Context: an optimization exercise on an open-source flow, tuned for small area, a short achievable clock period and few clock cycles per item. The choices shown serve that exercise and are no tape-out recipe.
Only simulation tests tie the RTL to the original design; equivalence was not proved.

===== flow/design.v =====
`default_nettype none
package keccak_pkg;
  localparam int lane_w     = 64;
  localparam int n_rounds   = 24;
  localparam int rate_w     = 1088;
  localparam int capacity_w = 512;
  typedef logic [25*lane_w-1:0] state_t;
  typedef logic [lane_w-1:0] lane_t;
  typedef logic [4:0] round_idx_t;
  typedef enum logic {
    idle,
    run
  } perm_state_e;
  function automatic lane_t round_const(round_idx_t r);
    case (r)
      5'd0: round_const = 64'h0000_0000_0000_0001;
      5'd1: round_const = 64'h0000_0000_0000_8082;
      5'd2: round_const = 64'h8000_0000_0000_808a;
      5'd3: round_const = 64'h8000_0000_8000_8000;
      5'd4: round_const = 64'h0000_0000_0000_808b;
      5'd5: round_const = 64'h0000_0000_8000_0001;
      5'd6: round_const = 64'h8000_0000_8000_8081;
      5'd7: round_const = 64'h8000_0000_0000_8009;
      5'd8: round_const = 64'h0000_0000_0000_008a;
      5'd9: round_const = 64'h0000_0000_0000_0088;
      5'd10: round_const = 64'h0000_0000_8000_8009;
      5'd11: round_const = 64'h0000_0000_8000_000a;
      5'd12: round_const = 64'h0000_0000_8000_808b;
      5'd13: round_const = 64'h8000_0000_0000_008b;
      5'd14: round_const = 64'h8000_0000_0000_8089;
      5'd15: round_const = 64'h8000_0000_0000_8003;
      5'd16: round_const = 64'h8000_0000_0000_8002;
      5'd17: round_const = 64'h8000_0000_0000_0080;
      5'd18: round_const = 64'h0000_0000_0000_800a;
      5'd19: round_const = 64'h8000_0000_8000_000a;
      5'd20: round_const = 64'h8000_0000_8000_8081;
      5'd21: round_const = 64'h8000_0000_0000_8080;
      5'd22: round_const = 64'h0000_0000_8000_0001;
      5'd23: round_const = 64'h8000_0000_8000_8008;
      default: round_const = '0;
    endcase
  endfunction
  function automatic int unsigned rho_offset(int unsigned i);
    case (i)
      0: rho_offset = 0;
      1: rho_offset = 1;
      2: rho_offset = 62;
      3: rho_offset = 28;
      4: rho_offset = 27;
      5: rho_offset = 36;
      6: rho_offset = 44;
      7: rho_offset = 6;
      8: rho_offset = 55;
      9: rho_offset = 20;
      10: rho_offset = 3;
      11: rho_offset = 10;
      12: rho_offset = 43;
      13: rho_offset = 25;
      14: rho_offset = 39;
      15: rho_offset = 41;
      16: rho_offset = 45;
      17: rho_offset = 15;
      18: rho_offset = 21;
      19: rho_offset = 8;
      20: rho_offset = 18;
      21: rho_offset = 2;
      22: rho_offset = 61;
      23: rho_offset = 56;
      24: rho_offset = 14;
      default: rho_offset = 0;
    endcase
  endfunction
  function automatic lane_t lane_byte_swap(lane_t v);
    lane_t r;
    for (int b = 0; b < lane_w / 8; b++)
    begin
      r[b*8 +: 8] = v[(lane_w/8 - 1 - b)*8 +: 8];
    end
    lane_byte_swap = r;
  endfunction
endpackage
`default_nettype wire
`default_nettype none
package miner_pkg;
  localparam int header_w     = 608;
  localparam int nonce_w      = 32;
  localparam int target_w     = 64;
  localparam int digest_w     = 256;
  localparam int digest_lanes = 4;
  typedef logic [header_w-1:0] header_t;
  typedef logic [nonce_w-1:0]  nonce_t;
  typedef logic [target_w-1:0] target_t;
  typedef logic [digest_w-1:0] digest_t;
  typedef struct packed {
    header_t header;
    nonce_t  nonce;
  } msg_t;
  localparam logic [7:0] pad_first_byte = 8'h01;
  localparam logic [7:0] pad_last_byte  = 8'h80;
endpackage
`default_nettype wire
`default_nettype none
module keccak_pad
(
  input  miner_pkg::msg_t   msg,
  output keccak_pkg::state_t state
);
  logic [keccak_pkg::rate_w-1:0] rate_block;
  logic [keccak_pkg::rate_w-1:0] rate_lanes;
  assign rate_block = {
    msg,
    miner_pkg::pad_first_byte,
    {(keccak_pkg::rate_w - (miner_pkg::header_w + miner_pkg::nonce_w) - 16){1'b0}},
    miner_pkg::pad_last_byte
  };
  always_comb
  begin
    for (int w = 0; w < keccak_pkg::rate_w / keccak_pkg::lane_w; w++)
    begin
      rate_lanes[w*keccak_pkg::lane_w +: keccak_pkg::lane_w] = keccak_pkg::lane_byte_swap(rate_block[w*keccak_pkg::lane_w +: keccak_pkg::lane_w]);
    end
  end
  assign state = {rate_lanes, {keccak_pkg::capacity_w{1'b0}}};
endmodule
`default_nettype wire
`default_nettype none
module keccak_round
(
  input  keccak_pkg::state_t     state_in,
  input  keccak_pkg::round_idx_t round,
  output keccak_pkg::state_t     state_out
);
  keccak_pkg::lane_t a   [5][5];
  keccak_pkg::lane_t b   [5][5];
  keccak_pkg::lane_t chi [5][5];
  keccak_pkg::lane_t par [5];
  keccak_pkg::lane_t mix [5];
  function automatic keccak_pkg::lane_t rotl(keccak_pkg::lane_t v, int unsigned n);
    rotl = (v << n) | (v >> (keccak_pkg::lane_w - n));
  endfunction
  always_comb
  begin
    for (int y = 0; y < 5; y++)
    begin
      for (int x = 0; x < 5; x++)
      begin
        a[x][y] = state_in[(24 - (5*y + x))*keccak_pkg::lane_w +: keccak_pkg::lane_w];
      end
    end
    for (int x = 0; x < 5; x++)
    begin
      par[x] = a[x][0] ^ a[x][1] ^ a[x][2] ^ a[x][3] ^ a[x][4];
    end
    for (int x = 0; x < 5; x++)
    begin
      mix[x] = par[(x + 4) % 5] ^ rotl(par[(x + 1) % 5], 1);
    end
    for (int y = 0; y < 5; y++)
    begin
      for (int x = 0; x < 5; x++)
      begin
        b[y][(2*x + 3*y) % 5] = rotl(a[x][y] ^ mix[x], keccak_pkg::rho_offset(5*y + x));
      end
    end
    for (int y = 0; y < 5; y++)
    begin
      for (int x = 0; x < 5; x++)
      begin
        chi[x][y] = b[x][y] ^ (~b[(x + 1) % 5][y] & b[(x + 2) % 5][y]);
      end
    end
    chi[0][0] = chi[0][0] ^ keccak_pkg::round_const(round);
    for (int y = 0; y < 5; y++)
    begin
      for (int x = 0; x < 5; x++)
      begin
        state_out[(24 - (5*y + x))*keccak_pkg::lane_w +: keccak_pkg::lane_w] = chi[x][y];
      end
    end
  end
endmodule
`default_nettype wire
`default_nettype none
module keccak_permutation
(
  input  logic   clk,
  input  logic   arst_n,
  input  logic   start,
  input  keccak_pkg::state_t init_state,
  output logic   busy,
  output logic   load,
  output logic   perm_done,
  output keccak_pkg::state_t perm_state
);
  logic                    load_q;
  logic                    busy_q;
  logic                    last_q;
  keccak_pkg::round_idx_t  round_q;
  keccak_pkg::state_t      state_q;
  keccak_pkg::state_t      round_out;
  assign load = load_q;
  assign busy = busy_q;
  keccak_round round0 (
    .state_in  (state_q),
    .round     (round_q),
    .state_out (round_out)
  );
  always_ff @(posedge clk or negedge arst_n)
  begin
    if (!arst_n)
    begin
      load_q  <= 1'b1;
      busy_q  <= 1'b0;
      last_q  <= 1'b0;
      round_q <= '0;
    end
    else
    begin
      if (load_q)
      begin
        load_q  <= !start;
        busy_q  <= start;
        last_q  <= 1'b0;
        round_q <= '0;
      end
      else
      begin
        load_q  <= (round_q == keccak_pkg::round_idx_t'(keccak_pkg::n_rounds - 2));
        busy_q  <= (round_q != keccak_pkg::round_idx_t'(keccak_pkg::n_rounds - 2));
        last_q  <= (round_q == keccak_pkg::round_idx_t'(keccak_pkg::n_rounds - 2));
        round_q <= round_q + 1'b1;
      end
    end
  end
  always_ff @(posedge clk)
  begin
    if (load_q)
      state_q <= init_state;
    else
      state_q <= round_out;
  end
  assign perm_done  = last_q;
  assign perm_state = round_out;
endmodule
`default_nettype wire
`default_nettype none
module hash_target_check
(
  input  logic    clk,
  input  logic    arst_n,
  input  logic    perm_done,
  input  keccak_pkg::state_t  perm_state,
  input  miner_pkg::target_t target,
  output logic    done,
  output miner_pkg::digest_t digest,
  output logic    match
);
  miner_pkg::digest_t digest_next;
  logic                match_next;
  logic                held;
  miner_pkg::target_t  target_held;
  always_comb
  begin
    for (int i = 0; i < miner_pkg::digest_lanes; i++)
    begin
      digest_next[(miner_pkg::digest_lanes - 1 - i)*keccak_pkg::lane_w +: keccak_pkg::lane_w] =
        keccak_pkg::lane_byte_swap(perm_state[(24 - i)*keccak_pkg::lane_w +: keccak_pkg::lane_w]);
    end
  end
  logic [63:0] gt_l0, eq_l0;
  logic [31:0] gt_l1, eq_l1;
  logic [15:0] gt_l2, eq_l2;
  logic [7:0]  gt_l3, eq_l3;
  logic [7:0]  gt_q, eq_q;
  logic [3:0]  gt_l4, eq_l4;
  logic [1:0]  gt_l5, eq_l5;
  logic        cmp_q;
  always_comb
  begin
    for (int i = 0; i < 64; i++)
    begin
      gt_l0[i] = digest[i] & ~target_held[i];
      eq_l0[i] = ~(digest[i] ^ target_held[i]);
    end
    for (int i = 0; i < 32; i++)
    begin
      gt_l1[i] = gt_l0[2*i+1] | (eq_l0[2*i+1] & gt_l0[2*i]);
      eq_l1[i] = eq_l0[2*i+1] & eq_l0[2*i];
    end
    for (int i = 0; i < 16; i++)
    begin
      gt_l2[i] = gt_l1[2*i+1] | (eq_l1[2*i+1] & gt_l1[2*i]);
      eq_l2[i] = eq_l1[2*i+1] & eq_l1[2*i];
    end
    for (int i = 0; i < 8; i++)
    begin
      gt_l3[i] = gt_l2[2*i+1] | (eq_l2[2*i+1] & gt_l2[2*i]);
      eq_l3[i] = eq_l2[2*i+1] & eq_l2[2*i];
    end
    for (int i = 0; i < 4; i++)
    begin
      gt_l4[i] = gt_q[2*i+1] | (eq_q[2*i+1] & gt_q[2*i]);
      eq_l4[i] = eq_q[2*i+1] & eq_q[2*i];
    end
    for (int i = 0; i < 2; i++)
    begin
      gt_l5[i] = gt_l4[2*i+1] | (eq_l4[2*i+1] & gt_l4[2*i]);
      eq_l5[i] = eq_l4[2*i+1] & eq_l4[2*i];
    end
    match_next = ~(gt_l5[1] | (eq_l5[1] & gt_l5[0]));
  end
  always_ff @(posedge clk or negedge arst_n)
  begin
    if (!arst_n)
    begin
      held  <= 1'b0;
      cmp_q <= 1'b0;
      done  <= 1'b0;
    end
    else
    begin
      held  <= perm_done;
      cmp_q <= held;
      done  <= cmp_q;
    end
  end
  always_ff @(posedge clk)
  begin
    target_held <= target;
    gt_q        <= gt_l3;
    eq_q        <= eq_l3;
    match       <= match_next;
    if (perm_done)
      digest <= digest_next;
  end
endmodule
`default_nettype wire
`default_nettype none
module keccak_miner_core
(
  input  logic          clk,
  input  logic          arst_n,
  input  logic          start,
  input  logic [607:0]  header,
  input  logic [31:0]   nonce,
  input  logic [63:0]   target,
  output logic          busy,
  output logic          done,
  output logic          match,
  output logic [255:0]  digest
);
  miner_pkg::msg_t   msg;
  keccak_pkg::state_t init_state;
  keccak_pkg::state_t perm_state;
  logic   perm_done;
  logic   load;
  miner_pkg::target_t target_q;
  always_ff @(posedge clk)
  begin
    if (load)
      target_q <= target;
  end
  assign msg.header = header;
  assign msg.nonce  = nonce;
  keccak_pad pad0 (
    .msg   (msg),
    .state (init_state)
  );
  keccak_permutation perm0 (
    .clk        (clk),
    .arst_n     (arst_n),
    .start      (start),
    .init_state (init_state),
    .busy       (busy),
    .load       (load),
    .perm_done  (perm_done),
    .perm_state (perm_state)
  );
  hash_target_check check0 (
    .clk        (clk),
    .arst_n     (arst_n),
    .perm_done  (perm_done),
    .perm_state (perm_state),
    .target     (target_q),
    .done       (done),
    .digest     (digest),
    .match      (match)
  );
endmodule
`default_nettype wire

===== flow/flow/run.sh =====
#!/bin/bash
# The standard layout, with every input and output port buffered by the
# smallest buffer cell instead of the one buffer_ports picks by default.
set -euo pipefail
export BUFFER_PORTS_ARGS="-buffer_cell sky130_fd_sc_hd__buf_1"
bash standard.sh > standard_flow.log 2>&1

===== flow/standard.sh =====
#!/bin/bash
# synth_recipe.tcl (not shown) runs the flow's synth.tcl, then flattens the netlist and writes it again
# the make line also repeats each setting of config.mk as NAME=value (left out here)
make -C /OpenROAD-flow-scripts/flow DESIGN_CONFIG=/design/flow/config.mk WORK_HOME=/design/flow/orfs CLKGATE_MAP_FILE= SYNTH_SCRIPT=/design/flow/synth_recipe.tcl "${@:-finish}"

===== flow/config.mk =====
export PLATFORM = sky130hd
export DESIGN_NAME = keccak_miner_core
export DESIGN_NICKNAME = keccak_miner_core
export VERILOG_FILES = /design/flow/design.v
export SDC_FILE = /design/flow/constraint.sdc
export NUM_CORES = 4
export LEC_CHECK = 0
export CAP_MARGIN = 30
export CORE_MARGIN = 2
export CORE_UTILIZATION = 45
export CTS_CLUSTER_DIAMETER = 90
export CTS_CLUSTER_SIZE = 22
export SETUP_SLACK_MARGIN = 1.8
export SLEW_MARGIN = 30

===== flow/constraint.sdc =====
create_clock -name core_clock -period 5.0 [get_ports {clk}]
set_input_delay 1.0000 -clock core_clock [delete_from_list [all_inputs] [get_ports {clk}]]
set_output_delay 1.0000 -clock core_clock [all_outputs]
set_load 0.01 [all_outputs]

==> summary.txt <==
-- path summary, 6_finish.rpt --
check | slack (ns) | cells after the start | end
max | 1.54 | 8 | perm0.state_q[399]
min | 0.14 | 1 | perm0.round_q[3]
max reg2reg | 1.54 | 8 | perm0.state_q[399]
min reg2reg | 0.34 | 0 | check0.target_held[6]
max in group asynchronous | 4.35 | 1 | perm0.last_q
min in group core_clock | 0.28 | 1 | target_q[14]
-- sequential cells by signal (all words and copies together) (netlist names) --
signal              flops
check0.target_held     64
check0.eq_q             7
check0.gt_q             8
check0.held             1
perm0.last_q            1
check0.digest         256
perm0.busy_q            1
check0.done             1
target_q               64
check0.match            1
perm0.load_q            1
perm0.state_q        1600
check0.cmp_q            1
perm0.round_q           5
-- what timing repair did --
action                                  in CTS  in global routing
pin swaps                                   12                 26
endpoints found under the setup margin     341                296
cloned                                       0                  0
setup buffers                               19                 38
resized for setup                          193                163
-- stage by stage --
stage                     std cells  util (%)  hold WS [ns]
after detailed placement      15300      51.8         0.327
after CTS                     15600      54.6         0.123
after global routing          15600      55.7         0.191
after global placement        15300      50.8         0.325
final                         15700      55.8         0.139
after floorplan               10900         -         0.323
-- synth_stat cells --
library cell	count	share of area, %
xnor2_1	3574	29
dfxtp_1	1680	31
nor2_1	1432	5.0
xor2_1	1077	8.8
nand2_1	847	3.0
o21ai_0	394	1.8
nand2b_1	376	2.2
nor2b_1	324	1.9
edfxtp_1	320	9.0
mux2_2	256	2.7
clkbuf_1	224	0.78
xnor2_2	113	1.7
inv_1	71	0.25
ha_1	69	0.81
xor2_2	46	0.70
a21o_1	38	0.27
a21oi_1	18	0.084
nand4_1	14	0.082
dfrtp_1	10	0.23
a211oi_1	3	0.021
o21ai_1	3	0.014
buf_1	2	0.0070
mux2i_1	2	0.019
mux4_2	2	0.042
nand3_1	2	0.0093
nor3_1	2	0.0093
a211o_1	1	0.0082
and2b_1	1	0.0070
dfstp_2	1	0.025
nand4b_1	1	0.0082
o211ai_1	1	0.0070
o21bai_1	1	0.0070
o22ai_1	1	0.0058
o31ai_1	1	0.0070
-- kinds of logic after synthesis --
logic type | after synthesis | share of synthesized area [%]
compound gates | 461 | 2.26
xor+xnor | 4810 | 40.4
fa+ha+maj | 69 | 0.805
buf+inv | 297 | 1.04
flops | 2011 | 40.6
mux | 260 | 2.75
simple gates | 2999 | 12.2
-- critical path: stages (launching register included) --
cell and delay, ns:
dfxtp_1 0.64, xnor2_1 0.16, xnor2_1 0.57, xnor2_2 0.28, xnor2_2 0.29, xnor2_2 0.87
nor2b_1 0.20, xnor2_1 0.24, nor2_1 0.07
-- cell type report --
| class | instances | area share (%) |
|---|---|---|
| tap | 3167 | 2.99 |
| clock inverter | 72 | 0.593 |
| multi-input combinational | 8599 | 53.9 |
| sequential | 2011 | 32.9 |
| antenna | 80 | 0.151 |
| timing repair buffer | 1522 | 6.50 |
| inverter | 71 | 0.201 |
| clock buffer | 172 | 2.81 |
-- per-layer routing --
layer	global-route usage [%]	up-vias	routed length [µm]	share of wire (%)
met4	60.2	36	94500	13
met2	74.0	8057	265000	37
met1	62.7	45600	240000	33
met5	3.42	-	2930	0.40
li1	-	36800	-	-
met3	35.3	2219	122000	17
==> summary.txt <==
The critical path start-end classification is flop to flop. The run gives 0 as the number of nets with antenna violations after detailed routing. For the DRC violation count after routing, the log shows 0. The mean routed wirelength per cell was 46.2 µm. In this run the critical register-to-register path is launched from perm0.state_q[947]. The area after detailed placement was 123,000 µm²; the width of the die was 492 µm. Global routing finished with a remaining overflow of 0.

TritonCTS built the clock tree. The number of nets in the synthesized netlist is 11,700. The worst setup path is captured at a flop.

Using the TritonRoute via totals, the vias-per-cell ratio works out to 5.91. After synthesis, the netlist uses 34 different library cells. The number of standard-cell rows in the floorplan is 179. The clock-pin slew on the worst setup and hold paths works out to 0.10 ns.

The tools report the clock latency on the worst-skew pair as 0.88 ns. Leaving out fill and tap cells, the most frequent cells in the layout are xnor2_1, dfxtp_1, nor2_1. The most common library cell in the layout ignoring fill and taps is xnor2_1. Weighted congestion at the end of routability-driven global placement: 1.36. For the worst endpoint required time, the log shows 5.75 ns. With fillers left out, the area of the finished cells amounts to 132,000 µm². The total of hold buffers inserted after clock tree synthesis came out at 0. Number of failing hold endpoints at the final stage: 0. Registers take 43,500 µm². Sequential cells were found to cover 40.6% of the synthesized design area.

Critical path data arrival time: 4.21 ns. The first global-routing pass estimated 895 mm of wire. Entering global routing, the biggest net connects 128 pins.

Summing over every cut layer, the via total after detailed routing is 92,800. For the iteration count of the initial detailed-routing pass, the log shows 9. Counting along the longest clock path gives a buffer depth of 3.

The run gives 635 mm as the placed wire-length estimate after detailed placement. The proportion of layout cells with a drive suffix above 1 works out to 15.6%. The flow ran to the end and the layout has no timing, DRC or antenna violations.

Yosys printed 10 warnings. The shortest clock period the worst path allows after layout is 3.46 ns, and the number of global-route vias before repair is 85,400. Setup repair after global routing could not meet its margin everywhere. The number of clock buffers added by TritonCTS is 135. At the pin with the least slew margin, the transition time is 1.28 ns. For this design the top-level I/O count stands at 966. The final worst clock skew was 0.0357 ns; the core box area was 237,000 µm². The highest attainable clock frequency is 289 MHz. Number of antenna violations at the first check in global routing: 80. The aggregate negative setup slack is 0 ns, and the worst setup slack after placement is 1.22 ns. The mean cell area of the mapped netlist was 9.83 µm²; the highest fanout seen on the critical path was 5. From synthesis to final layout, the design area changed by 23.5%. The post-synthesis instance area is 107,000 µm².

The count of input and output buffers came out at 965. The sum of routed wire length over all layers was 725 mm; the total die area was 242,000 µm². CTS built an H-tree with a depth of 4.

The final critical path takes up 69.1% of the cycle. The run gives 0 as the count of final max-slew check failures. STA classifies the critical path startpoint as a flop. Setup violations remaining at the end of the flow were counted as 0. In the synthesized netlist, the number of instances is 10,900. The run gives 45.2% as the initial core utilization. CTS placed an instance of clkbuf_16 at the clock tree root.

The run gives 1.54 ns as the worst setup margin. From bottom edge to top edge, the die measures 492 µm. Across the run, the number of max-cap violations was 0.

Summing all multi-input logic gate instances after layout gives 71,300 µm². The logs give 13.7% for the max-slew headroom at the worst pin and 14,800 for the number of DRC markers after the initial detailed-route iteration. Post-synthesis register bit count: 2,011. The class of the worst hold path is primary input to async pin. The CTS sink count was 2,011; the global-route usage over all layers was 57.9%.

For the net count of the finished layout, the log shows 13,100. The start point of the critical path was perm0.state_q[947]. Number of fillers in the final layout: 20,900.
Testbench counts, summed over its fixed seeds: cycles 4,632, items 192.

## afterwards: timing with drivers on the ports
No port has a modelled driver above. Below, the same layout with a new extraction and two added sets of constraints.
Step 1 assumes that a clkbuf_16 drives the clock port and a buf_2 every other input.
Step 2 adds t to the input delays and takes it off the output delays; t is the mean of the earliest and latest rising clock arrival at the registers after step 1. Input paths then give back, and output paths get back, about the clock's delay inside the block.
Slacks: no drivers / after step 1 / after step 2; pairs: no drivers / after step 1.
t (ns): 0.980
slack for setup (ns): 1.545 / 1.545 / 1.545
hold WS [ns]: 0.139 / 0.049 / 0.343
slew at the worst register clock pin (ns): 0.11 / 0.11
After both steps setup and hold are still met in this run. For this run, drivers alone change the setup slack by 0.000 ns; drivers and shift together by 0.000 ns.
